Background: an optimization exercise with open tools, aiming at small area, a short achievable clock period and few clock cycles per item. Do not read the settings as production practice.
Where RTL was checked, it was by simulation tests only, not by an equivalence proof against the original.
The RTL of runs 5 and 6 was laid out without a check of its function.
The clock cells of runs 2 to 6 come from the design's own scripts or RTL, not from TritonCTS.
The flow treats the clock pin as an ideal source. Dropping or thinning the clock tree relies on that and would not hold on a real chip.
Power and IR drop assume default switching activity.

==> flow/design.v <==
module data_mem_ctrl #(
  parameter int Height     = 64,
  parameter int Length     = 32,
  parameter int WaitStates = 0
) (
  input  logic                                        clk,
  input  logic                                        rst_n,
  input  logic                                        reqValid,
  output logic                                        reqReady,
  input  logic                                        writeEnable,
  input  logic [2:0]                                  funct3,
  input  logic [$clog2(Height)+$clog2(Length/8)-1:0]  address,
  input  logic [Length-1:0]                           dataIn,
  output logic                                        respValid,
  output logic [Length-1:0]                           dataOut,
  output logic                                        error
);
  logic ready_q, v0_q, v1_q, v2_q;
  logic accept;
  assign accept    = reqValid && ready_q;
  assign reqReady  = ready_q;
  assign respValid = v2_q;
  always_ff @(posedge clk or negedge rst_n) begin
    if (!rst_n) begin
      ready_q <= 1'b0;
      v0_q    <= 1'b0;
      v1_q    <= 1'b0;
      v2_q    <= 1'b0;
    end else begin
      ready_q <= 1'b1;
      v0_q    <= accept;
      v1_q    <= v0_q;
      v2_q    <= v1_q;
    end
  end
  logic       st_legal, ld_legal;
  logic [1:0] lane;
  logic [3:0] be;
  logic [31:0] wd;
  logic [7:0] hi_dec, lo_dec;
  always_comb begin
    st_legal = writeEnable && !funct3[2] && (funct3[1:0] != 2'b11);
    ld_legal = !writeEnable && (funct3 != 3'b011) && (funct3 != 3'b110) &&
               (funct3 != 3'b111);
    lane = address[1:0];
    if (funct3[1:0] == 2'b01) lane[0] = 1'b0;
    if (funct3[1]) lane = 2'b00;
    case (funct3[1:0])
      2'b00:   be = 4'b0001 << lane;
      2'b01:   be = lane[1] ? 4'b1100 : 4'b0011;
      default: be = 4'b1111;
    endcase
    wd[7:0]   = dataIn[7:0];
    wd[15:8]  = (funct3[1:0] == 2'b00) ? dataIn[7:0] : dataIn[15:8];
    wd[23:16] = funct3[1] ? dataIn[23:16] : dataIn[7:0];
    wd[31:24] = funct3[1] ? dataIn[31:24] :
                (funct3[0] ? dataIn[15:8] : dataIn[7:0]);
    hi_dec = 8'b1 << address[7:5];
    lo_dec = 8'b1 << address[4:2];
  end
  logic [7:0]  hir_q, hiw_q;
  logic [7:0]  lo_q [4];
  logic [31:0] wd_q;
  logic [1:0]  lane_q;
  logic        byte_q, half_q, uns_q, zero_q, err_q;
  always_ff @(posedge clk) begin
    hir_q  <= hi_dec;
    hiw_q  <= (accept && st_legal) ? hi_dec : 8'b0;
    for (int b = 0; b < 4; b++)
      lo_q[b] <= (accept && st_legal && !be[b]) ? 8'b0 : lo_dec;
    wd_q   <= wd;
    lane_q <= lane;
    byte_q <= (funct3[1:0] == 2'b00);
    half_q <= (funct3[1:0] == 2'b01);
    uns_q  <= funct3[2];
    zero_q <= !ld_legal;
    err_q  <= !(st_legal || ld_legal);
  end
  logic [31:0] mem [64];
  logic [31:0] rd;
  always_comb begin
    rd = '0;
    for (int h = 0; h < 8; h++) begin
      logic [31:0] part;
      part = '0;
      for (int l = 0; l < 8; l++)
        for (int b = 0; b < 4; b++)
          part[b*8 +: 8] = part[b*8 +: 8] | (mem[h*8+l][b*8 +: 8] & {8{lo_q[b][l]}});
      rd = rd | (part & {32{hir_q[h]}});
    end
  end
  always_ff @(posedge clk) begin
    for (int h = 0; h < 8; h++)
      for (int l = 0; l < 8; l++)
        for (int b = 0; b < 4; b++)
          if (hiw_q[h] && lo_q[b][l])
            mem[h*8+l][b*8 +: 8] <= wd_q[b*8 +: 8];
  end
  logic [31:0] rd_q;
  logic [1:0]  lane1_q;
  logic        byte1_q, half1_q, uns1_q, zero1_q, err1_q;
  always_ff @(posedge clk) begin
    rd_q    <= rd;
    lane1_q <= lane_q;
    byte1_q <= byte_q;
    half1_q <= half_q;
    uns1_q  <= uns_q;
    zero1_q <= zero_q;
    err1_q  <= err_q;
  end
  logic [7:0]  b0, b1;
  logic        sgn;
  logic [31:0] ld;
  always_comb begin
    case (lane1_q)
      2'd0:    b0 = rd_q[7:0];
      2'd1:    b0 = rd_q[15:8];
      2'd2:    b0 = rd_q[23:16];
      default: b0 = rd_q[31:24];
    endcase
    b1  = lane1_q[1] ? rd_q[31:24] : rd_q[15:8];
    sgn = !uns1_q && (byte1_q ? b0[7] : b1[7]);
    if (byte1_q)      ld = {{24{sgn}}, b0};
    else if (half1_q) ld = {{16{sgn}}, b1, b0};
    else              ld = rd_q;
    if (zero1_q) ld = '0;
  end
  always_ff @(posedge clk) begin
    dataOut <= ld;
    error   <= err1_q;
  end
endmodule
==> flow/flow/run.sh <==
#!/bin/bash
# Standard layout (the standard.sh) with one change: the clock tree is a
# hand-built two-level tree (flow/manual_cts.tcl, run as the PRE_CTS hook)
# instead of TritonCTS's three-level H-tree.
set -euo pipefail
here=$(pwd)
bash standard.sh "PRE_CTS_TCL=$here/flow/cts_hook.tcl" MCTS_LEAF_MAX=28 MCTS_NROOT=4 \
  finish > standard_finish.log 2>&1
==> flow/flow/cts_hook.tcl <==
# PRE_CTS_TCL hook: build the two-level clock tree of manual_cts.tcl in place
# of TritonCTS; the rest of ORFS's cts step (legalization, timing repair) runs
# unchanged on it.
source [file join [file dirname [info script]] manual_cts.tcl]
mcts_build
set_propagated_clock [all_clocks]
rename clock_tree_synthesis orfs_unused_clock_tree_synthesis
proc clock_tree_synthesis {args} {
  puts "clock tree built by manual_cts.tcl; TritonCTS not run"
}
==> flow/flow/manual_cts.tcl <==
# Two-level clock tree built by hand: the clock port drives NROOT root
# buffers; each root drives a group of leaf buffers; each leaf buffer drives a
# compact cluster of at most LEAF_MAX flip-flop clock pins. Clusters come from
# recursive bisection of the sink locations, buffers sit at their loads'
# centroids, and detailed placement legalizes them afterwards.
set mcts_leaf_max  [expr {[info exists ::env(MCTS_LEAF_MAX)] ? $::env(MCTS_LEAF_MAX) : 28}]
set mcts_nroot     [expr {[info exists ::env(MCTS_NROOT)] ? $::env(MCTS_NROOT) : 4}]
set mcts_buf       sky130_fd_sc_hd__clkbuf_16

proc mcts_split {items k} {
  # items: list of {x y payload}; split into k groups of near-equal size by
  # recursive bisection along the longer side of the bounding box.
  if {$k <= 1} { return [list $items] }
  set xs {}; set ys {}
  foreach it $items { lappend xs [lindex $it 0]; lappend ys [lindex $it 1] }
  set xs [lsort -integer $xs]; set ys [lsort -integer $ys]
  set dx [expr {[lindex $xs end] - [lindex $xs 0]}]
  set dy [expr {[lindex $ys end] - [lindex $ys 0]}]
  set idx [expr {$dx >= $dy ? 0 : 1}]
  set sorted [lsort -integer -index $idx $items]
  set k1 [expr {$k / 2}]
  set k2 [expr {$k - $k1}]
  set n [llength $sorted]
  set n1 [expr {int(round(double($n) * $k1 / $k))}]
  set a [lrange $sorted 0 [expr {$n1 - 1}]]
  set b [lrange $sorted $n1 end]
  return [concat [mcts_split $a $k1] [mcts_split $b $k2]]
}

proc mcts_centroid {items} {
  set sx 0; set sy 0
  foreach it $items { set sx [expr {$sx + [lindex $it 0]}]; set sy [expr {$sy + [lindex $it 1]}] }
  set n [llength $items]
  return [list [expr {$sx / $n}] [expr {$sy / $n}]]
}

proc mcts_build {} {
  global mcts_leaf_max mcts_nroot mcts_buf
  set db [ord::get_db]
  set block [ord::get_db_block]
  set master [$db findMaster $mcts_buf]
  set clk_port [get_full_name [lindex [sta::get_property [lindex [all_clocks] 0] sources] 0]]
  set clk_net [[$block findBTerm $clk_port] getNet]
  set sinks {}
  foreach it [$clk_net getITerms] {
    set inst [$it getInst]
    set bb [$inst getBBox]
    set x [expr {([$bb xMin] + [$bb xMax]) / 2}]
    set y [expr {([$bb yMin] + [$bb yMax]) / 2}]
    lappend sinks [list $x $y $it]
  }
  set n [llength $sinks]
  set nleaf [expr {int(ceil(double($n) / $mcts_leaf_max))}]
  # keep the leaf count a multiple of the root count
  set nleaf [expr {int(ceil(double($nleaf) / $mcts_nroot)) * $mcts_nroot}]
  puts "MCTS: $n sinks, $nleaf leaf buffers, $mcts_nroot root buffers"
  # Roots first split the sinks into regions, then each region into leaves.
  set regions [mcts_split $sinks $mcts_nroot]
  set li 0
  set ri 0
  foreach reg $regions {
    set rnet [odb::dbNet_create $block "clknet_mroot_$ri"]
    $rnet setSigType CLOCK
    set rbuf [odb::dbInst_create $block $master "clkbuf_mroot_$ri"]
    set leaves [mcts_split $reg [expr {$nleaf / $mcts_nroot}]]
    set lcents {}
    foreach lf $leaves {
      set lnet [odb::dbNet_create $block "clknet_mleaf_$li"]
      $lnet setSigType CLOCK
      set lbuf [odb::dbInst_create $block $master "clkbuf_mleaf_$li"]
      foreach s $lf {
        set it [lindex $s 2]
        $it disconnect
        $it connect $lnet
      }
      [$lbuf findITerm X] connect $lnet
      [$lbuf findITerm A] connect $rnet
      set c [mcts_centroid $lf]
      $lbuf setLocation [lindex $c 0] [lindex $c 1]
      $lbuf setPlacementStatus PLACED
      lappend lcents [list [lindex $c 0] [lindex $c 1] $lbuf]
      incr li
    }
    [$rbuf findITerm X] connect $rnet
    [$rbuf findITerm A] connect $clk_net
    set c [mcts_centroid $lcents]
    $rbuf setLocation [lindex $c 0] [lindex $c 1]
    $rbuf setPlacementStatus PLACED
    incr ri
  }
  $clk_net setSigType CLOCK
}
==> flow/standard.sh <==
#!/bin/bash
# synth_recipe.tcl (not shown) runs the flow's synth.tcl, then flattens the netlist and writes it again
# the make line also repeats each setting of config.mk as NAME=value (left out here)
make -C /OpenROAD-flow-scripts/flow DESIGN_CONFIG=/design/flow/config.mk WORK_HOME=/design/flow/orfs CLKGATE_MAP_FILE= SYNTH_SCRIPT=/design/flow/synth_recipe.tcl "${@:-finish}"
==> flow/config.mk <==
export PLATFORM = sky130hd
export DESIGN_NAME = data_mem_ctrl
export DESIGN_NICKNAME = data_mem_ctrl
export VERILOG_FILES = /design/flow/design.v
export SDC_FILE = /design/flow/constraint.sdc
export NUM_CORES = 4
export LEC_CHECK = 0
export CAP_MARGIN = 20
export CORE_MARGIN = 2
export CORE_UTILIZATION = 65
export PLACE_DENSITY = 0.75
export SETUP_SLACK_MARGIN = 1.75
export SLEW_MARGIN = 20
==> flow/constraint.sdc <==
create_clock -name core_clock -period 3.6 [get_ports {clk}]
set_input_delay 0.7200 -clock core_clock [delete_from_list [all_inputs] [get_ports {clk}]]
set_output_delay 0.7200 -clock core_clock [all_outputs]
set_load 0.01 [all_outputs]
==> flow_metrics.py, run 1 <==
metrics = {
    "synthesis": {
        "synth_edf_count": 2048,
        "avgSynthCellArea_sq_um": 17.9,
        "synth_warnings": 3,
        "yosys_register_bits": 2211,
        "ys_dominant_reg_cell": "sky130_fd_sc_hd__edfxtp_1",
        "ys_seq_area_share_pct": 81.5,
        "syn-cell-area_sq_um": 79500,
        "synth.lib_cells_used.distinct": 40,
        "synthesis.nets": 4496,
        "post_synth_inst_count": 4449,
        "async_reset_ff_share_pct": 0.181,
    },
    "run_status": {
        "status": "stopped before the end",
        "last-stage-reached": "4_1_cts",
        "flow.first_error": "Error: cts.tcl, 6 can't read \"mcts_buf\": no such variable",
    },
    "placed_design": {
        "pre_cts_slack_ns": 0.956,
        "gpl.final_weighted_congestion": 0.835,
        "portBuffers": 81,
        "post-dp-hpwl_mm": 116,
    },
    "floorplan": {
        "die-height_um": 354,
        "fp-row-count": 128,
        "die_extent_in_x_um": 354,
        "starting_density_pct": 65.4,
        "boundaryPins": 82,
    },
}
synthesized netlist by cell type, types with 2 or more instances:
cell type / instances / area, sq um
sky130_fd_sc_hd__nor2b_1: 3 / 18.8
sky130_fd_sc_hd__and2_1: 257 / 1610
sky130_fd_sc_hd__a21oi_1: 7 / 35.0
sky130_fd_sc_hd__clkbuf_1: 278 / 1040
sky130_fd_sc_hd__nand2_1: 33 / 124
sky130_fd_sc_hd__nand4_1: 289 / 1810
sky130_fd_sc_hd__inv_1: 3 / 11.3
sky130_fd_sc_hd__mux2i_1: 8 / 80.1
sky130_fd_sc_hd__a22oi_1: 1159 / 8700
sky130_fd_sc_hd__a2bb2oi_1: 7 / 61.3
sky130_fd_sc_hd__nand2b_1: 5 / 31.3
sky130_fd_sc_hd__dfrtp_1: 4 / 100
sky130_fd_sc_hd__nand3b_1: 4 / 30.0
sky130_fd_sc_hd__or3_1: 2 / 12.5
sky130_fd_sc_hd__nor2_1: 58 / 218
sky130_fd_sc_hd__edfxtp_1: 2048 / 61500
sky130_fd_sc_hd__a211oi_1: 8 / 60.1
sky130_fd_sc_hd__dfxtp_1: 159 / 3180
sky130_fd_sc_hd__and3_1: 8 / 50.1
sky130_fd_sc_hd__nor3_1: 6 / 30.0
sky130_fd_sc_hd__nand3_1: 2 / 10.0
sky130_fd_sc_hd__mux2_2: 23 / 259
sky130_fd_sc_hd__o21ai_0: 10 / 50.1
sky130_fd_sc_hd__buf_2: 39 / 195
sky130_fd_sc_hd__a21oi_2: 13 / 114
sky130_fd_sc_hd__or3b_2: 2 / 17.5
stage by stage:
step / instances / utilization [%] / total power (W) / hold slack, ns / cell area [sq um]
floorplan: 4449 / - / 0.0302 / 0.310 / 79500
global placement: 5923 / 67.5 / 0.0312 / 0.312 / 82100
detailed placement: 5924 / 67.5 / 0.0313 / 0.315 / 82100
worst max-delay path by stage:
stage	start	end	cells after the start
2_1_floorplan	funct3[1]	lo_q[2][0]	4
3_3_place_gp	funct3[0]	lo_q[0][4]	6
3_5_place_dp	funct3[0]	lo_q[2][2]	6
cells by family after synthesis:
logic type / share of synthesized area (%)
flops: 81.5
other cells: 0.00472
compound gates: 11.4
simple gates: 5.01
mux: 0.469
buf+inv: 1.63
power groups by stage:
stage          clock network [W]  logic, W  registers (W)
2_1_floorplan                  0  0.000940         0.0292
3_3_place_gp                   0   0.00160         0.0296
3_5_place_dp                   0   0.00164         0.0297
Testbench counts, summed over its fixed seeds: cycles 16,024, items 16,000.
==> run 2: changes to the inputs <==
--- a/flow/flow/manual_cts.tcl
+++ b/flow/flow/manual_cts.tcl
@@ -4,7 +4,7 @@
 # recursive bisection of the sink locations, buffers sit at their loads'
 # centroids, and detailed placement legalizes them afterwards.
-set mcts_leaf_max  [expr {[info exists ::env(MCTS_LEAF_MAX)] ? $::env(MCTS_LEAF_MAX) : 28}]
-set mcts_nroot     [expr {[info exists ::env(MCTS_NROOT)] ? $::env(MCTS_NROOT) : 4}]
-set mcts_buf       sky130_fd_sc_hd__clkbuf_16
+set ::mcts_leaf_max  [expr {[info exists ::env(MCTS_LEAF_MAX)] ? $::env(MCTS_LEAF_MAX) : 28}]
+set ::mcts_nroot     [expr {[info exists ::env(MCTS_NROOT)] ? $::env(MCTS_NROOT) : 4}]
+set ::mcts_buf       sky130_fd_sc_hd__clkbuf_16
 
 proc mcts_split {items k} {
==> run 2 against run 1 <==
Against the previous run:
- synthesized cell count stayed put
- now clean on timing, DRC and antenna
- synthesized area did not move
==> flow_metrics.py, run 2 <==
metrics = {
    "run_status": {
        "status": "timing/DRC/antenna clean",
    },
    "timing": {
        "timing_worst_slew_pin_value_ns": 1.12,
        "final_critical_path_setup_slack_ns": 1.69,
        "final-max-slew-violation-count": 0,
        "final_hold_viol_count": 0,
        "finalHoldWorstSlack_ns": 0.338,
        "worst_slew_margin_relative_to_its_limit_pct": 25.1,
        "fin_clk_skew_ns": 0.0189,
        "min_period_ns": 1.91,
        "final_setup_vio_count": 0,
        "achievable-frequency_ghz": 0.523,
        "setup_total_negative_slack_ns": 0,
        "rsz0062_at_grt": "yes",
        "min_period_over_period_pct": 53.1,
    },
    "synthesis": {
        "synth.lib_cells_used.distinct": 40,
        "synth_warnings": 3,
        "ys_dominant_reg_cell": "sky130_fd_sc_hd__edfxtp_1",
        "avgSynthCellArea_sq_um": 17.9,
        "yosys_register_bits": 2211,
        "synth_top_cells_by_count": "2,048 x sky130_fd_sc_hd__edfxtp_1, 1,159 x sky130_fd_sc_hd__a22oi_1, 289 x sky130_fd_sc_hd__nand4_1",
        "post_synth_inst_count": 4449,
        "synthTopCellsByArea": "sky130_fd_sc_hd__edfxtp_1 77%, sky130_fd_sc_hd__a22oi_1 11%, sky130_fd_sc_hd__dfxtp_1 4.0%",
        "synthMostInstantiatedCell": "sky130_fd_sc_hd__edfxtp_1",
        "netlist.top_cell.by_area": "sky130_fd_sc_hd__edfxtp_1",
        "synthesis.nets": 4496,
        "yosys.area.top_type_share_pct": 77.4,
        "ys_seq_area_share_pct": 81.5,
        "async_reset_ff_share_pct": 0.181,
        "synth_edf_count": 2048,
        "syn-cell-area_sq_um": 79500,
    },
    "power_and_ir_drop": {
        "p_seq_share_pct": 69.3,
        "power.switching_w": 0.00879,
        "power_frac_comb_pct": 4.4,
        "pwr_density_cell_nw_per_um2": 492,
        "internal_power_w": 0.0331,
        "vdd_drop_max_uv": 489,
        "cell_leakage_power_nw": 25.7,
        "clkPwrFrac_pct": 26.3,
        "switching_share_pct": 21.0,
    },
    "worst_setup_path": {
        "worst-setup-path-type": "flip-flop to flip-flop",
        "worst_ep_required_ns": 4.00,
        "crit_path_end_kind": "flip-flop",
        "rr_startpoint": "rd_q[31]",
        "cell_count_of_the_worst_reg_to_reg_path": 4,
        "rrSetupSlack_ns": 1.69,
        "timing.critical_path.fanout_max": 8,
        "worst-endpoint-arrival_ns": 2.31,
        "critPathLaunchType": "flip-flop",
        "regToRegEndpoint": "dataOut[13]",
    },
    "finish": {
        "postLayoutCoreUtil_pct": 70.0,
        "layout-drive-gt1-share_pct": 10.4,
        "largest_reg_flops": 2048,
        "finalInstanceArea_sq_um": 85100,
        "fill_cells": 7429,
        "area_delta_synth_final_pct": 7.01,
        "max_flop_register": "mem",
        "num-nets-final": 4467,
        "most-common-layout-cells": "2,048 x sky130_fd_sc_hd__edfxtp_1, 1,115 x sky130_fd_sc_hd__a22oi_1, 289 x sky130_fd_sc_hd__nand4_1, 233 x sky130_fd_sc_hd__and2_1, 85 x sky130_fd_sc_hd__clkbuf_16",
        "most_common_cell_after_layout_fill_and_taps_aside": "sky130_fd_sc_hd__edfxtp_1",
    },
    "detailed_routing": {
        "vias_per_std_cell": 7.23,
        "vias": 43700,
        "dr.first_iter.drc_count": 7173,
        "route.antenna.remaining_nets": 0,
        "routed_wire_length_per_instance_um": 32.8,
        "remaining_drc_errors": 0,
        "length_of_the_first_detailed_routing_pass_in_iterations": 6,
        "wirelength_mm": 199,
    },
    "job": {
        "drv_cap": 0,
    },
    "placed_design": {
        "dpl_cell_area_sq_um": 82100,
        "pre_cts_slack_ns": 0.956,
        "gpl.final_weighted_congestion": 0.835,
        "post-dp-hpwl_mm": 116,
        "portBuffers": 81,
    },
    "clock_tree": {
        "insertion_delay_ns": 0.58,
        "cts.reportedPaths.clkPinSlew_ns": 0.10,
        "holdBufCountCts": 0,
    },
    "floorplan": {
        "die-height_um": 354,
        "starting_density_pct": 65.4,
        "floorplan.core_area_sq_um": 122000,
        "floorplan.die_area_sq_um": 125000,
        "boundaryPins": 82,
        "die_extent_in_x_um": 354,
        "fp-row-count": 128,
    },
    "grt": {
        "overflow": 0,
        "antenna_found_initial": 12,
        "largest_net_degree_at_the_start_of_global_routing": 73,
        "grt_first_pass_wirelength_mm": 283,
        "grt_pass1_vias": 41000,
        "grt.total_usage_pct": 30.7,
    },
    "min_path": {
        "hold_path.class": "primary input to async pin",
    },
}
[run 2: cell counts after synthesis]
Identical to the previous run, type by type.
[run 2: worst max path at each step]
stage	start	to	slack, ns	cells past startpoint
after global placement	funct3[0]	lo_q[0][4]	0.99	6
after global routing	rd_q[31]	dataOut[12]	1.70	4
final	rd_q[31]	dataOut[13]	1.69	4
after floorplan	funct3[1]	lo_q[2][0]	1.97	4
after CTS	dataOut[2]	dataOut[2]	1.58	1
after detailed placement	funct3[0]	lo_q[2][2]	0.96	6
[run 2: final cells by class]
cell class                 count  area [sq um]  share of cell area, %
antenna                        3          7.51                0.00882
sequential                  2211         65000                   76.4
tap                         1625          2030                   2.39
buffer                        84          2100                   2.47
inverter                       3          11.3                 0.0132
multi-input combinational   1914         13700                   16.1
timing repair buffer         206          2190                   2.57
[run 2: routing by layer]
metal / part of all wire (%) / GRT usage [%] / wire length [um]
met1: 39 / 47.2 / 76800
met2: 46 / 46.2 / 90900
met3: 13 / 6.53 / 26000
met4: 2.4 / 6.55 / 4840
met5: 0.040 / 0 / 80
[run 2: what timing repair did]
| item | 4_1_cts | 5_1_grt |
|---|---|---|
| buffers inserted | 14 | 20 |
| endpoints found under the hold margin | 0 | 0 |
| resized for setup | 205 | 66 |
| pin swaps | 8 | 11 |
| cloned | 0 | 1 |
| setup endpoints to repair | 1539 | 239 |
[run 2: power groups by stage]
stage	logic (W)	clock network [W]	registers (W)
after floorplan	0.000940	0	0.0292
after global placement	0.00160	0	0.0296
after detailed placement	0.00164	0	0.0297
after CTS	0.00172	0.0110	0.0290
after global routing	0.00192	0.0117	0.0291
final	0.00183	0.0110	0.0290
[run 2: cells by family (layout without fill, tap and decap cells)]
group | Yosys count | in the layout | share of synthesized area, %
other | 1 | 4 | 0.00472
multiplexers | 33 | 33 | 0.469
AND/OR/NAND/NOR | 672 | 672 | 5.01
flip-flops | 2211 | 2211 | 81.5
buffers and inverters | 324 | 293 | 1.63
AO/OA/AOI/OAI | 1208 | 1208 | 11.4
[run 2: critical path: stages, from the launching register on]
cell and delay (ns):
sky130_fd_sc_hd__dfxtp_1 0.56, sky130_fd_sc_hd__mux4_2 0.33, sky130_fd_sc_hd__nand2b_1 0.06, sky130_fd_sc_hd__a21o_1 0.28, sky130_fd_sc_hd__nor2_1 0.51
[run 2: stage by stage]
step | instances | power (W)
after floorplan | 4449 | 0.0302
after global placement | 5923 | 0.0312
after detailed placement | 5924 | 0.0313
after CTS | 6022 | 0.0417
after global routing | 6043 | 0.0427
final | 6046 | 0.0419
==> run 3: changes to the inputs <==
==> flow/flow/run.sh (replaced) <==
#!/bin/bash
# Standard layout (the standard.sh) with two changes: the clock tree is a
# hand-built two-level tree (flow/manual_cts.tcl, run as the PRE_CTS hook)
# instead of TritonCTS's three-level H-tree, and the port buffers start as
# plain buffers (buf_4) rather than delay cells, so timing repair can size them.
set -euo pipefail
here=$(pwd)
bash standard.sh "PRE_CTS_TCL=$here/flow/cts_hook.tcl" MCTS_LEAF_MAX=28 MCTS_NROOT=4 \
  "BUFFER_PORTS_ARGS=-buffer_cell sky130_fd_sc_hd__buf_4" \
  finish > standard_finish.log 2>&1
--- a/flow/config.mk
+++ b/flow/config.mk
@@ -10,4 +10,4 @@
 export CORE_UTILIZATION = 65
 export PLACE_DENSITY = 0.75
-export SETUP_SLACK_MARGIN = 1.75
+export SETUP_SLACK_MARGIN = 1.8
 export SLEW_MARGIN = 20
==> run 3 against run 2 <==
Against the previous run:
- critical path type unchanged
- first-iteration DRC count increased by 16%
- sequential power about the same
- register-to-register slack improved by 0.07 ns
- worst setup slack improved by 0.073 ns
==> flow_metrics.py, run 3 <==
metrics = {
    "timing": {
        "achievable-frequency_ghz": 0.544,
        "finalHoldWorstSlack_ns": 0.266,
        "rsz0062_at_grt": "yes",
        "timing_worst_slew_pin_value_ns": 1.23,
        "min_period_ns": 1.84,
        "min_period_over_period_pct": 51.1,
        "fin_clk_skew_ns": 0.0235,
        "final-max-slew-violation-count": 0,
        "setup_total_negative_slack_ns": 0,
        "final_critical_path_setup_slack_ns": 1.76,
        "worst_slew_margin_relative_to_its_limit_pct": 18.3,
        "final_hold_viol_count": 0,
        "final_setup_vio_count": 0,
    },
    "job": {
        "drv_cap": 0,
    },
    "worst_setup_path": {
        "worst_ep_required_ns": 4.11,
        "slowest_stage": "sky130_fd_sc_hd__dfxtp_2",
        "cpLargestDelayFamily": "flip-flops",
        "crit_path_end_kind": "flip-flop",
        "timing.critical_path.fanout_max": 32,
        "rrSetupSlack_ns": 1.76,
        "worst-endpoint-arrival_ns": 2.35,
        "slowest_delay_ns": 1.14,
        "worst-setup-path-type": "flip-flop to flip-flop",
        "buffers_and_inverters_on_the_worst_path": 0,
        "cell_count_of_the_worst_reg_to_reg_path": 2,
        "rr_startpoint": "hir_q[7]",
        "worstSetupPathDepth": 2,
        "regToRegEndpoint": "rd_q[26]",
        "critical_path.cell_chain": "a22oi_1, nand4_1",
        "critPathLaunchType": "flip-flop",
    },
    "synthesis": {
        "post_synth_inst_count": 4449,
        "syn-cell-area_sq_um": 79500,
        "ys_dominant_reg_cell": "sky130_fd_sc_hd__edfxtp_1",
        "async_reset_ff_share_pct": 0.181,
        "yosys_register_bits": 2211,
        "synth_edf_count": 2048,
        "synth_warnings": 3,
        "synth_top_cells_by_count": "2,048 x sky130_fd_sc_hd__edfxtp_1, 1,159 x sky130_fd_sc_hd__a22oi_1, 289 x sky130_fd_sc_hd__nand4_1",
        "netlist.top_cell.by_area": "sky130_fd_sc_hd__edfxtp_1",
        "yosys.area.top_type_share_pct": 77.4,
        "synthTopCellsByArea": "sky130_fd_sc_hd__edfxtp_1 77%, sky130_fd_sc_hd__a22oi_1 11%, sky130_fd_sc_hd__dfxtp_1 4.0%",
        "synthesis.nets": 4496,
        "synth.lib_cells_used.distinct": 40,
        "synthMostInstantiatedCell": "sky130_fd_sc_hd__edfxtp_1",
        "avgSynthCellArea_sq_um": 17.9,
        "ys_seq_area_share_pct": 81.5,
    },
    "placed_design": {
        "post-dp-hpwl_mm": 122,
        "gpl.final_weighted_congestion": 0.854,
        "portBuffers": 81,
        "pre_cts_slack_ns": 1.24,
    },
    "power_and_ir_drop": {
        "vdd_drop_max_uv": 540,
        "cell_leakage_power_nw": 26.1,
        "pwr_density_cell_nw_per_um2": 491,
    },
    "detailed_routing": {
        "vias": 44500,
        "remaining_drc_errors": 0,
        "route.antenna.remaining_nets": 0,
        "routed_wire_length_per_instance_um": 34.1,
        "vias_per_std_cell": 7.30,
        "length_of_the_first_detailed_routing_pass_in_iterations": 8,
        "dr.first_iter.drc_count": 8335,
        "wirelength_mm": 208,
    },
    "finish": {
        "most-common-layout-cells": "2,048 x sky130_fd_sc_hd__edfxtp_1, 1,097 x sky130_fd_sc_hd__a22oi_1, 289 x sky130_fd_sc_hd__nand4_1, 205 x sky130_fd_sc_hd__and2_1, 174 x sky130_fd_sc_hd__buf_4",
        "postLayoutCoreUtil_pct": 70.6,
        "area_delta_synth_final_pct": 7.91,
        "num-nets-final": 4519,
        "fill_cells": 7252,
        "layout-drive-gt1-share_pct": 13.2,
        "largest_reg_flops": 2048,
        "max_flop_register": "mem",
        "area_of_the_multi_input_gates_sq_um": 13900,
        "area.sequential_sq_um": 65000,
        "most_common_cell_after_layout_fill_and_taps_aside": "sky130_fd_sc_hd__edfxtp_1",
    },
    "floorplan": {
        "die_extent_in_x_um": 354,
        "boundaryPins": 82,
        "floorplan.core_area_sq_um": 122000,
        "starting_density_pct": 65.4,
        "die-height_um": 354,
        "floorplan.die_area_sq_um": 125000,
        "fp-row-count": 128,
    },
    "clock_tree": {
        "insertion_delay_ns": 0.58,
        "cts.reportedPaths.clkPinSlew_ns": 0.10,
    },
    "grt": {
        "antenna_found_initial": 15,
        "grt_first_pass_wirelength_mm": 293,
        "largest_net_degree_at_the_start_of_global_routing": 73,
        "overflow": 0,
        "grt.total_usage_pct": 32.0,
        "grt_pass1_vias": 42000,
    },
    "min_path": {
        "hold_depth": 1,
        "worst_hold_startpoint": "funct3[2]",
        "hold_path.class": "primary input to flip-flop",
        "hold-path-endpoint": "uns_q",
    },
    "run_status": {
        "status": "timing/DRC/antenna clean",
    },
}
[run 3: worst max-delay path by stage]
| stage | end | from |
|---|---|---|
| final | rd_q[26] | hir_q[7] |
| after detailed placement | rd_q[13] | lo_q[1][5] |
| after global placement | lo_q[0][6] | funct3[1] |
| after global routing | dataOut[2] | dataOut[2] |
| after floorplan | lo_q[2][0] | funct3[1] |
| after CTS | rd_q[13] | lo_q[1][7] |
[run 3: cells by family (layout without fill, tap and decap cells)]
family	Yosys count	in the layout	share of synthesized area (%)
flops	2211	2211	81.5
compound gates	1208	1208	11.4
buf+inv	324	345	1.63
mux	33	33	0.469
other cells	1	4	0.00472
simple gates	672	672	5.01
[run 3: repair_timing]
item                                    CTS  global route
setup buffers                            29            49
cloned                                    1             0
pin swaps                                11            26
endpoints found under the hold margin     4             0
gates resized for setup                 123            77
hold buffers                              1             0
setup endpoints to repair              1746           690
[run 3: stage by stage]
stage	instance area [sq um]	instances	total power, W
after floorplan	79500	4449	0.0302
after global placement	81900	5931	0.0313
after detailed placement	81900	5931	0.0313
after CTS	84900	6046	0.0419
after global routing	85800	6095	0.0430
final	85800	6098	0.0421
[run 3: cell type report]
class | instances | share of cell area (%)
inverters | 3 | 0.0131
repair buffers | 258 | 3.23
plain buffers | 84 | 2.45
multi-input cells | 1914 | 16.2
diodes | 3 | 0.00875
well taps | 1625 | 2.37
flip-flops and latches | 2211 | 75.8
[run 3: where the power goes]
part | total (W) | internal [W] | switching (W)
combinational | 0.00206 | 0.000694 | 0.00137
clock | 0.0111 | 0.00414 | 0.00698
sequential | 0.0290 | 0.0283 | 0.000658
total | 0.0421 | 0.0331 | 0.00900
[run 3: layer usage]
layer / up-vias / routed length, um / track usage, %
met3: 334 / 29600 / 8.05
met5: - / 46 / 0
met2: 3346 / 94600 / 47.8
li1: 18300 / - / -
met1: 22600 / 77800 / 48.5
met4: 8 / 5750 / 7.61
==> run 4: changes to the inputs <==
--- a/flow/config.mk
+++ b/flow/config.mk
@@ -8,6 +8,6 @@
 export CAP_MARGIN = 20
 export CORE_MARGIN = 2
-export CORE_UTILIZATION = 65
-export PLACE_DENSITY = 0.75
+export CORE_UTILIZATION = 72
+export PLACE_DENSITY = 0.82
 export SETUP_SLACK_MARGIN = 1.8
 export SLEW_MARGIN = 20
==> run 4 against run 3 <==
Against the previous run:
- sequential cell count stayed put
- sequential share of layout area is 0.22 points higher
- critical endpoint is now rd_q[17]
- die area is 9.6% lower
- worst setup slack worse by 0.068 ns
- fmax is 3.6% lower
- first-iteration DRC count is 11% higher
- power is 0.11% higher
- synthesized area stayed put
- final area is 0.25% lower
==> flow_metrics.py, run 4 <==
metrics = {
    "detailed_routing": {
        "remaining_drc_errors": 0,
        "wirelength_mm": 212,
        "length_of_the_first_detailed_routing_pass_in_iterations": 8,
        "route.antenna.remaining_nets": 0,
        "dr.first_iter.drc_count": 9273,
        "routed_wire_length_per_instance_um": 35.6,
        "vias": 46000,
        "vias_per_std_cell": 7.72,
    },
    "timing": {
        "achievable-frequency_ghz": 0.525,
        "final-max-slew-violation-count": 0,
        "timing_worst_slew_pin_value_ns": 1.09,
        "rsz0062_at_grt": "yes",
        "worst_slew_margin_relative_to_its_limit_pct": 27.6,
        "final_hold_viol_count": 0,
        "final_setup_vio_count": 0,
        "min_period_over_period_pct": 53.0,
        "setup_total_negative_slack_ns": 0,
        "fin_clk_skew_ns": 0.0384,
        "min_period_ns": 1.91,
    },
    "worst_setup_path": {
        "critPathLaunchType": "flip-flop",
        "crit_path_end_kind": "flip-flop",
        "worst-setup-path-type": "flip-flop to flip-flop",
        "timing.critical_path.fanout_max": 15,
        "worst-endpoint-arrival_ns": 2.34,
        "worst_ep_required_ns": 4.03,
    },
    "synthesis": {
        "yosys_register_bits": 2211,
        "syn-cell-area_sq_um": 79500,
        "synthXorXnorAreaFrac_pct": 0,
        "synth_top_cells_by_count": "2,048 x sky130_fd_sc_hd__edfxtp_1, 1,159 x sky130_fd_sc_hd__a22oi_1, 289 x sky130_fd_sc_hd__nand4_1",
        "ys_dominant_reg_cell": "sky130_fd_sc_hd__edfxtp_1",
        "combinational_family_with_the_most_area_after_synthesis": "compound AO/OA/AOI/OAI gates",
        "yosys.area.top_type_share_pct": 77.4,
        "synthTopCellsByArea": "sky130_fd_sc_hd__edfxtp_1 77%, sky130_fd_sc_hd__a22oi_1 11%, sky130_fd_sc_hd__dfxtp_1 4.0%",
        "post_synth_inst_count": 4449,
        "netlist.top_cell.by_area": "sky130_fd_sc_hd__edfxtp_1",
        "synth_warnings": 3,
        "synthMostInstantiatedCell": "sky130_fd_sc_hd__edfxtp_1",
        "synth-compound-area-share_pct": 11.4,
        "post_synth_fa_ha_maj_area_fraction_pct": 0,
        "synth_edf_count": 2048,
        "synthesis.nets": 4496,
        "synth.lib_cells_used.distinct": 40,
        "avgSynthCellArea_sq_um": 17.9,
        "synth_mux_area_share_pct": 0.469,
        "ys_seq_area_share_pct": 81.5,
        "async_reset_ff_share_pct": 0.181,
        "simple_gate_area_share_of_the_yosys_netlist_pct": 5.01,
    },
    "finish": {
        "max_flop_register": "mem",
        "finalInstanceArea_sq_um": 85600,
        "largest_reg_flops": 2048,
        "num-nets-final": 4524,
        "layout-drive-gt1-share_pct": 13.3,
        "most_common_cell_after_layout_fill_and_taps_aside": "sky130_fd_sc_hd__edfxtp_1",
        "postLayoutCoreUtil_pct": 78.4,
        "most-common-layout-cells": "2,048 x sky130_fd_sc_hd__edfxtp_1, 1,092 x sky130_fd_sc_hd__a22oi_1, 289 x sky130_fd_sc_hd__nand4_1, 217 x sky130_fd_sc_hd__and2_1, 181 x sky130_fd_sc_hd__buf_4",
        "area_delta_synth_final_pct": 7.64,
    },
    "power_and_ir_drop": {
        "pwr_density_cell_nw_per_um2": 493,
        "power.switching_w": 0.00905,
        "power_frac_comb_pct": 4.8,
        "vdd_drop_max_uv": 521,
        "p_seq_share_pct": 68.8,
        "cell_leakage_power_nw": 26.1,
        "switching_share_pct": 21.5,
        "internal_power_w": 0.0331,
        "clkPwrFrac_pct": 26.4,
    },
    "floorplan": {
        "floorplan.die_area_sq_um": 113000,
        "boundaryPins": 82,
        "starting_density_pct": 72.8,
        "fp-row-count": 121,
        "floorplan.core_area_sq_um": 109000,
        "die_extent_in_x_um": 336,
        "die-height_um": 336,
    },
    "grt": {
        "grt_first_pass_wirelength_mm": 294,
        "largest_net_degree_at_the_start_of_global_routing": 73,
        "antenna_found_initial": 19,
        "grt_pass1_vias": 42900,
        "overflow": 0,
        "grt.total_usage_pct": 36.1,
    },
    "run_status": {
        "status": "timing/DRC/antenna clean",
    },
    "job": {
        "drv_cap": 0,
    },
    "clock_tree": {
        "insertion_delay_ns": 0.59,
        "cts.reportedPaths.clkPinSlew_ns": 0.12,
    },
    "placed_design": {
        "post-dp-hpwl_mm": 122,
        "portBuffers": 81,
        "gpl.final_weighted_congestion": 0.902,
        "dpl_cell_area_sq_um": 81600,
    },
    "min_path": {
        "hold_path.class": "flip-flop to flip-flop",
    },
}
==> run 4: power by group through the flow <==
stage          Sequential (W)  Clock [W]  Combinational [W]
3_5_place_dp           0.0297          0            0.00162
5_1_grt                0.0290     0.0117            0.00211
2_1_floorplan          0.0292          0           0.000940
6_report               0.0290     0.0111            0.00204
4_1_cts                0.0290     0.0109            0.00181
3_3_place_gp           0.0296          0            0.00158
==> run 4: stage by stage <==
step                setup WS (ns)  instances  total power, W  hold WS [ns]
detailed placement           1.30       5783          0.0313         0.312
floorplan                    1.97       4449          0.0302         0.310
global route                 1.66       5951          0.0429         0.322
CTS                          1.68       5899          0.0417         0.310
finish                       1.69       5954          0.0422         0.318
global placement             1.35       5783          0.0312         0.313
==> run 4: final cells by class <==
| class | count | area [sq um] |
|---|---|---|
| buffer | 84 | 2100 |
| inverter | 3 | 11.3 |
| multi-input combinational | 1914 | 13900 |
| sequential | 2211 | 65000 |
| tap | 1476 | 1850 |
| fill | 5282 | 23600 |
| antenna | 3 | 7.51 |
| timing repair buffer | 263 | 2710 |
==> run 4: repair_timing <==
item / in CTS / in global routing
setup endpoints to repair: 1923 / 531
gates resized for setup: 118 / 85
pin swaps: 11 / 23
endpoints found under the hold margin: 4 / 0
hold buffers: 1 / 0
setup buffers: 31 / 52
==> run 4: logic make-up (layout without fill, tap and decap cells) <==
kind of cell | count (synthesis) | count (layout)
AO/OA/AOI/OAI | 1208 | 1208
buffers and inverters | 324 | 350
flip-flops | 2211 | 2211
multiplexers | 33 | 33
other | 1 | 4
AND/OR/NAND/NOR | 672 | 672
==> run 4: path summary, 6_finish.rpt <==
| kind | startpoint | end | slack [ns] | cells after the start |
|---|---|---|---|---|
| max in group asynchronous | rst_n | v1_q | 3.02 | 2 |
| worst min-delay path | byte_q | byte1_q | 0.32 | 0 |
| worst min register to register | byte_q | byte1_q | 0.32 | 0 |
| min in group asynchronous | rst_n | ready_q | 0.48 | 2 |
| worst max-delay path | lo_q[2][4] | rd_q[17] | 1.69 | 5 |
| worst max register to register | lo_q[2][4] | rd_q[17] | 1.69 | 5 |
==> run 4: routing by layer <==
metal  GRT usage [%]  vias up  wire [um]
li1                -    18300          -
met1            51.9    22800      70600
met2            54.1     4333      96300
met3            10.8      610      35100
met4            12.1       14       9760
met5               0        -         87
==> run 4: critical path, cell delays in order, from the launching register on <==
cell                      delay, ns
sky130_fd_sc_hd__dfxtp_4       0.47
sky130_fd_sc_hd__buf_4         0.20
sky130_fd_sc_hd__a22oi_1       0.24
sky130_fd_sc_hd__nand4_1       0.29
sky130_fd_sc_hd__a22oi_2       0.41
sky130_fd_sc_hd__nand4_1       0.15
==> run 5: changes to the inputs <==
--- a/flow/design.v
+++ b/flow/design.v
@@ -60,5 +60,5 @@
   end
   logic [7:0]  hir_q, hiw_q;
-  logic [7:0]  lo_q [4];
+  logic [7:0]  lo_q [4][2];
   logic [31:0] wd_q;
   logic [1:0]  lane_q;
@@ -68,5 +68,6 @@
     hiw_q  <= (accept && st_legal) ? hi_dec : 8'b0;
     for (int b = 0; b < 4; b++)
-      lo_q[b] <= (accept && st_legal && !be[b]) ? 8'b0 : lo_dec;
+      for (int g = 0; g < 2; g++)
+        lo_q[b][g] <= (be[b] && (address[7] == g[0])) ? lo_dec : 8'b0;
     wd_q   <= wd;
     lane_q <= lane;
@@ -86,5 +87,5 @@
       for (int l = 0; l < 8; l++)
         for (int b = 0; b < 4; b++)
-          part[b*8 +: 8] = part[b*8 +: 8] | (mem[h*8+l][b*8 +: 8] & {8{lo_q[b][l]}});
+          part[b*8 +: 8] = part[b*8 +: 8] | (mem[h*8+l][b*8 +: 8] & {8{lo_q[b][h/4][l]}});
       rd = rd | (part & {32{hir_q[h]}});
     end
@@ -94,5 +95,5 @@
       for (int l = 0; l < 8; l++)
         for (int b = 0; b < 4; b++)
-          if (hiw_q[h] && lo_q[b][l])
+          if (hiw_q[h] && lo_q[b][h/4][l])
             mem[h*8+l][b*8 +: 8] <= wd_q[b*8 +: 8];
   end
--- a/flow/config.mk
+++ b/flow/config.mk
@@ -8,6 +8,6 @@
 export CAP_MARGIN = 20
 export CORE_MARGIN = 2
-export CORE_UTILIZATION = 72
-export PLACE_DENSITY = 0.82
+export CORE_UTILIZATION = 65
+export PLACE_DENSITY = 0.75
 export SETUP_SLACK_MARGIN = 1.8
 export SLEW_MARGIN = 20
==> run 5 against run 4 <==
Against the previous run:
- fmax grew 4.2%
- via count shrank 4.9%
- sequential cell count grew 32
- power shrank 0.84%
- synthesized cell count grew 1.8%
- sequential share of layout area grew 0.77 points
- register-to-register slack gained 0.08 ns
- critical endpoint is now rd_q[21]
==> flow_metrics.py, run 5 <==
metrics = {
    "timing": {
        "rsz0062_at_grt": "yes",
        "timing_worst_slew_pin_value_ns": 1.18,
        "final_setup_vio_count": 0,
        "achievable-frequency_ghz": 0.547,
        "final-max-slew-violation-count": 0,
        "final_hold_viol_count": 0,
        "setup_total_negative_slack_ns": 0,
        "min_period_ns": 1.83,
        "fin_clk_skew_ns": 0.0394,
        "worst_slew_margin_relative_to_its_limit_pct": 21.6,
        "min_period_over_period_pct": 50.8,
        "finalHoldWorstSlack_ns": 0.329,
    },
    "min_path": {
        "hold_path.class": "primary input to flip-flop",
    },
    "clock_tree": {
        "insertion_delay_ns": 0.60,
        "cts.reportedPaths.clkPinSlew_ns": 0.10,
    },
    "power_and_ir_drop": {
        "p_seq_share_pct": 70.0,
        "power.switching_w": 0.00847,
        "cell_leakage_power_nw": 26.0,
        "vdd_drop_max_uv": 519,
        "switching_share_pct": 20.3,
        "internal_power_w": 0.0334,
        "clkPwrFrac_pct": 27.1,
        "power_frac_comb_pct": 2.9,
        "pwr_density_cell_nw_per_um2": 489,
    },
    "synthesis": {
        "yosys.area.top_type_share_pct": 76.5,
        "avgSynthCellArea_sq_um": 17.7,
        "syn-cell-area_sq_um": 80400,
        "netlist.top_cell.by_area": "sky130_fd_sc_hd__edfxtp_1",
        "synth_top_cells_by_count": "2,048 x sky130_fd_sc_hd__edfxtp_1, 1,159 x sky130_fd_sc_hd__a22oi_1, 288 x sky130_fd_sc_hd__nand4_1",
        "synthMostInstantiatedCell": "sky130_fd_sc_hd__edfxtp_1",
        "post_synth_inst_count": 4529,
        "synthesis.nets": 4576,
        "async_reset_ff_share_pct": 0.178,
        "synth_edf_count": 2048,
        "ys_seq_area_share_pct": 81.4,
        "synth.lib_cells_used.distinct": 42,
        "yosys_register_bits": 2243,
        "synth_warnings": 3,
        "synthTopCellsByArea": "sky130_fd_sc_hd__edfxtp_1 77%, sky130_fd_sc_hd__a22oi_1 11%, sky130_fd_sc_hd__dfxtp_1 4.8%",
        "ys_dominant_reg_cell": "sky130_fd_sc_hd__edfxtp_1",
    },
    "grt": {
        "antenna_found_initial": 12,
        "overflow": 0,
        "grt.total_usage_pct": 30.0,
        "grt_pass1_vias": 41700,
        "grt_first_pass_wirelength_mm": 281,
        "largest_net_degree_at_the_start_of_global_routing": 65,
    },
    "finish": {
        "area.sequential_sq_um": 65600,
        "layout-drive-gt1-share_pct": 11.7,
        "fill_cells": 7587,
        "reg_top3": "mem: 2048 flops, lo_q: 64 flops",
        "most_common_cell_after_layout_fill_and_taps_aside": "sky130_fd_sc_hd__edfxtp_1",
        "area_of_the_multi_input_gates_sq_um": 13800,
        "num-nets-final": 4561,
        "max_flop_register": "mem",
        "largest_reg_flops": 2048,
        "most-common-layout-cells": "2,048 x sky130_fd_sc_hd__edfxtp_1, 1,121 x sky130_fd_sc_hd__a22oi_1, 288 x sky130_fd_sc_hd__nand4_1, 210 x sky130_fd_sc_hd__buf_4, 200 x sky130_fd_sc_hd__and2_1",
        "finalInstanceArea_sq_um": 85500,
        "area_delta_synth_final_pct": 6.38,
    },
    "detailed_routing": {
        "routed_wire_length_per_instance_um": 31.4,
        "dr.first_iter.drc_count": 6827,
        "length_of_the_first_detailed_routing_pass_in_iterations": 6,
        "remaining_drc_errors": 0,
        "vias": 43700,
        "route.antenna.remaining_nets": 0,
        "wirelength_mm": 193,
        "vias_per_std_cell": 7.11,
    },
    "worst_setup_path": {
        "crit_path_end_kind": "flip-flop",
        "worst-endpoint-arrival_ns": 2.28,
        "worst_ep_required_ns": 4.05,
        "worst-setup-path-type": "flip-flop to flip-flop",
        "timing.critical_path.fanout_max": 36,
        "rrSetupSlack_ns": 1.77,
        "critPathLaunchType": "flip-flop",
    },
    "floorplan": {
        "die-height_um": 356,
        "fp-row-count": 129,
        "die_extent_in_x_um": 356,
        "floorplan.core_area_sq_um": 123000,
        "starting_density_pct": 65.3,
        "floorplan.die_area_sq_um": 126000,
        "boundaryPins": 82,
    },
    "placed_design": {
        "dpl_cell_area_sq_um": 82800,
        "gpl.final_weighted_congestion": 0.856,
        "post-dp-hpwl_mm": 119,
        "portBuffers": 81,
    },
    "run_status": {
        "status": "timing/DRC/antenna clean",
    },
    "job": {
        "drv_cap": 0,
    },
}
-- run 5: per-layer routing --
layer | up-vias | global-route usage [%] | wire (um)
met5 | - | 0 | 70
met4 | 12 | 6.86 | 4910
met3 | 294 | 6.14 | 25300
met2 | 2887 | 46.2 | 89800
met1 | 22100 | 45.0 | 73300
li1 | 18400 | - | -
-- run 5: cell type report --
cell class | instances | area share, %
plain buffers | 88 | 2.58
multi-input cells | 1953 | 16.2
flip-flops and latches | 2243 | 76.8
diodes | 2 | 0.00585
inverters | 3 | 0.0132
repair buffers | 225 | 2.07
well taps | 1637 | 2.40
-- run 5: critical path: stages, from the launching register on --
cell                      delay, ns
sky130_fd_sc_hd__dfxtp_1       0.31
sky130_fd_sc_hd__buf_4         0.25
sky130_fd_sc_hd__a22oi_1       0.34
sky130_fd_sc_hd__nand4_1       0.16
sky130_fd_sc_hd__a22oi_1       0.47
sky130_fd_sc_hd__nand4_1       0.14
-- run 5: worst paths after layout --
| path | cells after the start | from | endpoint |
|---|---|---|---|
| max | 5 | lo_q[5][3] | rd_q[21] |
| min | 1 | dataIn[6] | wd_q[6] |
| max reg2reg | 5 | lo_q[5][3] | rd_q[21] |
| min reg2reg | 0 | err_q | err1_q |
| max in group asynchronous | 2 | rst_n | v2_q |
| min in group asynchronous | 2 | rst_n | ready_q |
-- run 5: kinds of logic (layout without fill, tap and decap cells) --
| kind of cell | Yosys count | after routing | synth area share [%] |
|---|---|---|---|
| muxes | 33 | 33 | 0.464 |
| DFF | 2243 | 2243 | 81.4 |
| buffers and inverters | 333 | 316 | 1.72 |
| and+or+nand+nor | 710 | 710 | 5.13 |
| other | 1 | 3 | 0.00467 |
| AOI/OAI and AO/OA | 1209 | 1209 | 11.3 |
-- run 5: per-stage QoR --
stage	power, W	cells	worst slack (ns)	utilization [%]
6_report	0.0418	6151	1.77	69.4
5_1_grt	0.0427	6149	1.71	69.4
4_1_cts	0.0418	6146	1.70	69.2
3_5_place_dp	0.0310	6055	1.29	67.2
3_3_place_gp	0.0310	6053	1.10	67.2
2_1_floorplan	0.0302	4529	1.89	-
-- run 5: power by group through the flow --
stage               clock (W)  combinational [W]  sequential, W
floorplan                   0           0.000632         0.0295
global placement            0            0.00113         0.0299
detailed placement          0            0.00117         0.0299
CTS                    0.0113            0.00119         0.0293
global route           0.0121            0.00130         0.0293
finish                 0.0113            0.00122         0.0293
-- run 5: repair_timing --
item                       4_1_cts  5_1_grt
setup buffers                    2        3
setup endpoints to repair     1331      508
cloned                           0        0
hold endpoints to repair         4        0
pin swaps                        3       12
hold buffers                     1        0
resized for setup               61      104
==> run 6: changes to the inputs <==
--- a/flow/design.v
+++ b/flow/design.v
@@ -59,15 +59,15 @@
     lo_dec = 8'b1 << address[4:2];
   end
-  logic [7:0]  hir_q, hiw_q;
-  logic [7:0]  lo_q [4][2];
+  logic [7:0]  hirn_q, hiwn_q;
+  logic [7:0]  lon_q [4][2];
   logic [31:0] wd_q;
   logic [1:0]  lane_q;
   logic        byte_q, half_q, uns_q, zero_q, err_q;
   always_ff @(posedge clk) begin
-    hir_q  <= hi_dec;
-    hiw_q  <= (accept && st_legal) ? hi_dec : 8'b0;
+    hirn_q <= ~hi_dec;
+    hiwn_q <= (accept && st_legal) ? ~hi_dec : 8'hff;
     for (int b = 0; b < 4; b++)
       for (int g = 0; g < 2; g++)
-        lo_q[b][g] <= (be[b] && (address[7] == g[0])) ? lo_dec : 8'b0;
+        lon_q[b][g] <= (be[b] && (address[7] == g[0])) ? ~lo_dec : 8'hff;
     wd_q   <= wd;
     lane_q <= lane;
@@ -81,12 +81,12 @@
   logic [31:0] rd;
   always_comb begin
-    rd = '0;
+    rd = '1;
     for (int h = 0; h < 8; h++) begin
       logic [31:0] part;
-      part = '0;
+      part = '1;
       for (int l = 0; l < 8; l++)
         for (int b = 0; b < 4; b++)
-          part[b*8 +: 8] = part[b*8 +: 8] | (mem[h*8+l][b*8 +: 8] & {8{lo_q[b][h/4][l]}});
-      rd = rd | (part & {32{hir_q[h]}});
+          part[b*8 +: 8] = part[b*8 +: 8] & (mem[h*8+l][b*8 +: 8] | {8{lon_q[b][h/4][l]}});
+      rd = rd & (part | {32{hirn_q[h]}});
     end
   end
@@ -95,5 +95,5 @@
       for (int l = 0; l < 8; l++)
         for (int b = 0; b < 4; b++)
-          if (hiw_q[h] && lo_q[b][h/4][l])
+          if (!hiwn_q[h] && !lon_q[b][h/4][l])
             mem[h*8+l][b*8 +: 8] <= wd_q[b*8 +: 8];
   end
==> run 6 against run 5 <==
Against the previous run:
- register-to-register slack lost 0.05 ns
- worst hold slack lost 0.053 ns
- via count grew 4.8%
- sequential cell count is the same
- sequential power is essentially flat
- critical endpoint is now rd_q[2]
- highest routed layer unchanged
==> flow_metrics.py, run 6 <==
metrics = {
    "run_status": {
        "status": "timing/DRC/antenna clean",
    },
    "finish": {
        "reg_top3": "mem: 2048 flops, lon_q: 64 flops",
        "largest_reg_flops": 2048,
        "layout-drive-gt1-share_pct": 19.3,
        "num-nets-final": 4702,
        "area_delta_synth_final_pct": 9.43,
        "most_common_cell_after_layout_fill_and_taps_aside": "sky130_fd_sc_hd__edfxtp_1",
        "max_flop_register": "mem",
        "most-common-layout-cells": "2,048 x sky130_fd_sc_hd__edfxtp_1, 1,112 x sky130_fd_sc_hd__o22ai_1, 262 x sky130_fd_sc_hd__buf_4, 215 x sky130_fd_sc_hd__nor2_1, 150 x sky130_fd_sc_hd__nor4_2",
        "stdcell_count": 6279,
    },
    "worst_setup_path": {
        "slowest_stage": "sky130_fd_sc_hd__dfxtp_2",
        "buffers_and_inverters_on_the_worst_path": 1,
        "worst-endpoint-arrival_ns": 2.38,
        "worst_ep_required_ns": 4.10,
        "critPathLaunchType": "flip-flop",
        "worst-setup-path-type": "flip-flop to flip-flop",
        "timing.critical_path.fanout_max": 17,
        "slowest_delay_ns": 0.75,
        "critical_path.cell_chain": "buf_4, o22ai_1, nor4_2",
        "crit_path_end_kind": "flip-flop",
        "cpLargestDelayFamily": "flip-flops",
    },
    "power_and_ir_drop": {
        "switching_share_pct": 20.7,
        "power.switching_w": 0.00874,
        "cell_leakage_power_nw": 26.4,
        "power_frac_comb_pct": 3.9,
        "vdd_drop_max_uv": 545,
        "clkPwrFrac_pct": 27.0,
        "internal_power_w": 0.0336,
        "pwr_density_cell_nw_per_um2": 486,
        "fin_total_pwr_w": 0.0423,
        "p_seq_share_pct": 69.1,
    },
    "synthesis": {
        "synth_warnings": 3,
        "yosys.area.top_type_share_pct": 77.3,
        "netlist.top_cell.by_area": "sky130_fd_sc_hd__edfxtp_1",
        "synth_top_cells_by_count": "2,048 x sky130_fd_sc_hd__edfxtp_1, 1,144 x sky130_fd_sc_hd__o22ai_1, 279 x sky130_fd_sc_hd__nor2_1",
        "ys_seq_area_share_pct": 82.2,
        "synth.lib_cells_used.distinct": 45,
        "avgSynthCellArea_sq_um": 17.6,
        "synth_edf_count": 2048,
        "synthTopCellsByArea": "sky130_fd_sc_hd__edfxtp_1 77%, sky130_fd_sc_hd__o22ai_1 9.0%, sky130_fd_sc_hd__dfxtp_1 4.8%",
        "post_synth_inst_count": 4528,
        "syn-cell-area_sq_um": 79600,
        "async_reset_ff_share_pct": 0.178,
        "synthesis.nets": 4575,
        "synthMostInstantiatedCell": "sky130_fd_sc_hd__edfxtp_1",
        "ys_dominant_reg_cell": "sky130_fd_sc_hd__edfxtp_1",
        "yosys_register_bits": 2243,
    },
    "grt": {
        "grt.total_usage_pct": 31.7,
        "largest_net_degree_at_the_start_of_global_routing": 65,
        "overflow": 0,
        "antenna_found_initial": 12,
        "grt_pass1_vias": 42700,
        "grt_first_pass_wirelength_mm": 293,
    },
    "timing": {
        "fin_clk_skew_ns": 0.0167,
        "min_period_over_period_pct": 52.2,
        "achievable-frequency_ghz": 0.532,
        "rsz0062_at_grt": "yes",
        "final_setup_vio_count": 0,
        "setup_total_negative_slack_ns": 0,
        "final-max-slew-violation-count": 0,
        "timing_worst_slew_pin_value_ns": 1.30,
        "min_period_ns": 1.88,
        "final_hold_viol_count": 0,
        "worst_slew_margin_relative_to_its_limit_pct": 10.5,
    },
    "detailed_routing": {
        "wirelength_mm": 210,
        "routed_wire_length_per_instance_um": 33.4,
        "route.antenna.remaining_nets": 0,
        "vias": 45800,
        "remaining_drc_errors": 0,
        "dr.first_iter.drc_count": 8523,
        "length_of_the_first_detailed_routing_pass_in_iterations": 6,
        "vias_per_std_cell": 7.30,
    },
    "placed_design": {
        "portBuffers": 81,
        "gpl.final_weighted_congestion": 0.884,
        "numPlacedInstances": 6080,
        "post-dp-hpwl_mm": 125,
    },
    "min_path": {
        "hold_path.class": "primary input to flip-flop",
    },
    "floorplan": {
        "floorplan.core_area_sq_um": 122000,
        "starting_density_pct": 65.5,
        "fp-row-count": 128,
        "die_extent_in_x_um": 354,
        "die-height_um": 354,
        "floorplan.die_area_sq_um": 125000,
        "boundaryPins": 82,
    },
    "job": {
        "drv_cap": 0,
    },
    "clock_tree": {
        "cts.reportedPaths.clkPinSlew_ns": 0.10,
        "insertion_delay_ns": 0.59,
    },
}
==> run 6: kinds of logic after synthesis <==
family	after synthesis	share of synthesized area, %
other	1	0.00471
and+or+nand+nor	713	4.70
buffers and inverters	331	2.96
muxes	33	0.469
AOI/OAI and AO/OA	1207	9.65
DFF	2243	82.2
==> run 6: timing repair <==
| item | 4_1_cts | 5_1_grt |
|---|---|---|
| pin swaps | 16 | 51 |
| cloned | 1 | 15 |
| endpoints found under the hold margin | 4 | 0 |
| buffers inserted | 37 | 56 |
| hold buffers | 1 | 0 |
| setup endpoints to repair | 1030 | 573 |
| gates resized for setup | 349 | 194 |
==> run 6: path summary, 6_finish.rpt <==
| path | from | endpoint | slack, ns | cells past startpoint |
|---|---|---|---|---|
| setup / recovery | hirn_q[2] | rd_q[2] | 1.72 | 3 |
| hold / removal | funct3[2] | uns_q | 0.28 | 1 |
| setup reg to reg | hirn_q[2] | rd_q[2] | 1.72 | 3 |
| hold reg to reg | half_q | half1_q | 0.33 | 0 |
| max in group asynchronous | rst_n | v2_q | 3.05 | 2 |
| min in group asynchronous | rst_n | ready_q | 0.46 | 2 |
==> run 6: power groups by stage <==
stage / logic [W] / clock network [W] / registers, W
after floorplan: 0.000751 / 0 / 0.0296
final: 0.00165 / 0.0114 / 0.0293
after global routing: 0.00170 / 0.0121 / 0.0293
after CTS: 0.00146 / 0.0113 / 0.0293
after detailed placement: 0.00134 / 0 / 0.0299
after global placement: 0.00127 / 0 / 0.0299
==> run 6: cell type report <==
cell class / count / area [sq um]
Antenna cell: 1 / 2.50
Timing Repair Buffer: 368 / 3800
Fill cell: 7058 / 34500
Sequential cell: 2243 / 65800
Multi-Input combinational cell: 1954 / 13200
Tap cell: 1625 / 2030
Buffer: 88 / 2200
==> run 6: stage by stage <==
step	setup WS, ns	instance area (sq um)	util [%]	hold slack (ns)
finish	1.72	87100	71.6	0.275
global route	1.72	87100	71.6	0.272
CTS	1.68	85300	70.2	0.266
detailed placement	0.851	81300	66.9	0.314
global placement	0.939	81300	66.8	0.311
floorplan	1.89	79600	-	0.310
==> run 6: routing by layer <==
metal,up-vias,wire (um),GRT usage (%)
met5,-,44,0
met1,22900,73300,46.5
met3,472,30500,6.76
met4,8,7450,9.17
met2,3781,98400,48.8
li1,18700,-,-

[afterwards: timing with drivers on the ports]
The flow's constraints put no driver on any port. The routed layouts listed below were extracted and timed again, unchanged, in two steps. Step 1 assumes that a clkbuf_16 drives the clock port and a buf_2 every other input. Step 2 also shifts input and output timing later by t, the mid clock arrival at the registers, as if the neighbouring blocks saw the same clock. Slacks: ideal / step 1 / step 2; pairs: ideal / step 1.
| run | t (ns) | slack for setup (ns) | clock arrival spread, ns | worst register clock-pin slew, ns |
|---|---|---|---|---|
| run 2 | 0.738 | 1.689 / 1.578 / 1.195 | 0.023 / 0.023 | 0.11 / 0.11 |
| run 3 | 0.732 | 1.762 / 1.602 / 1.401 | 0.026 / 0.026 | 0.11 / 0.11 |
| run 4 | 0.742 | 1.694 / 1.569 / 1.270 | 0.042 / 0.041 | 0.12 / 0.12 |
| run 5 | 0.742 | 1.770 / 1.617 / 1.320 | 0.044 / 0.043 | 0.11 / 0.11 |
| run 6 | 0.753 | 1.720 / 1.585 / 0.990 | 0.023 / 0.024 | 0.11 / 0.11 |
After both steps every run listed still meets setup and hold. For run 6, which loses most, drivers alone change the setup slack by -0.135 ns; drivers and shift together by -0.730 ns.
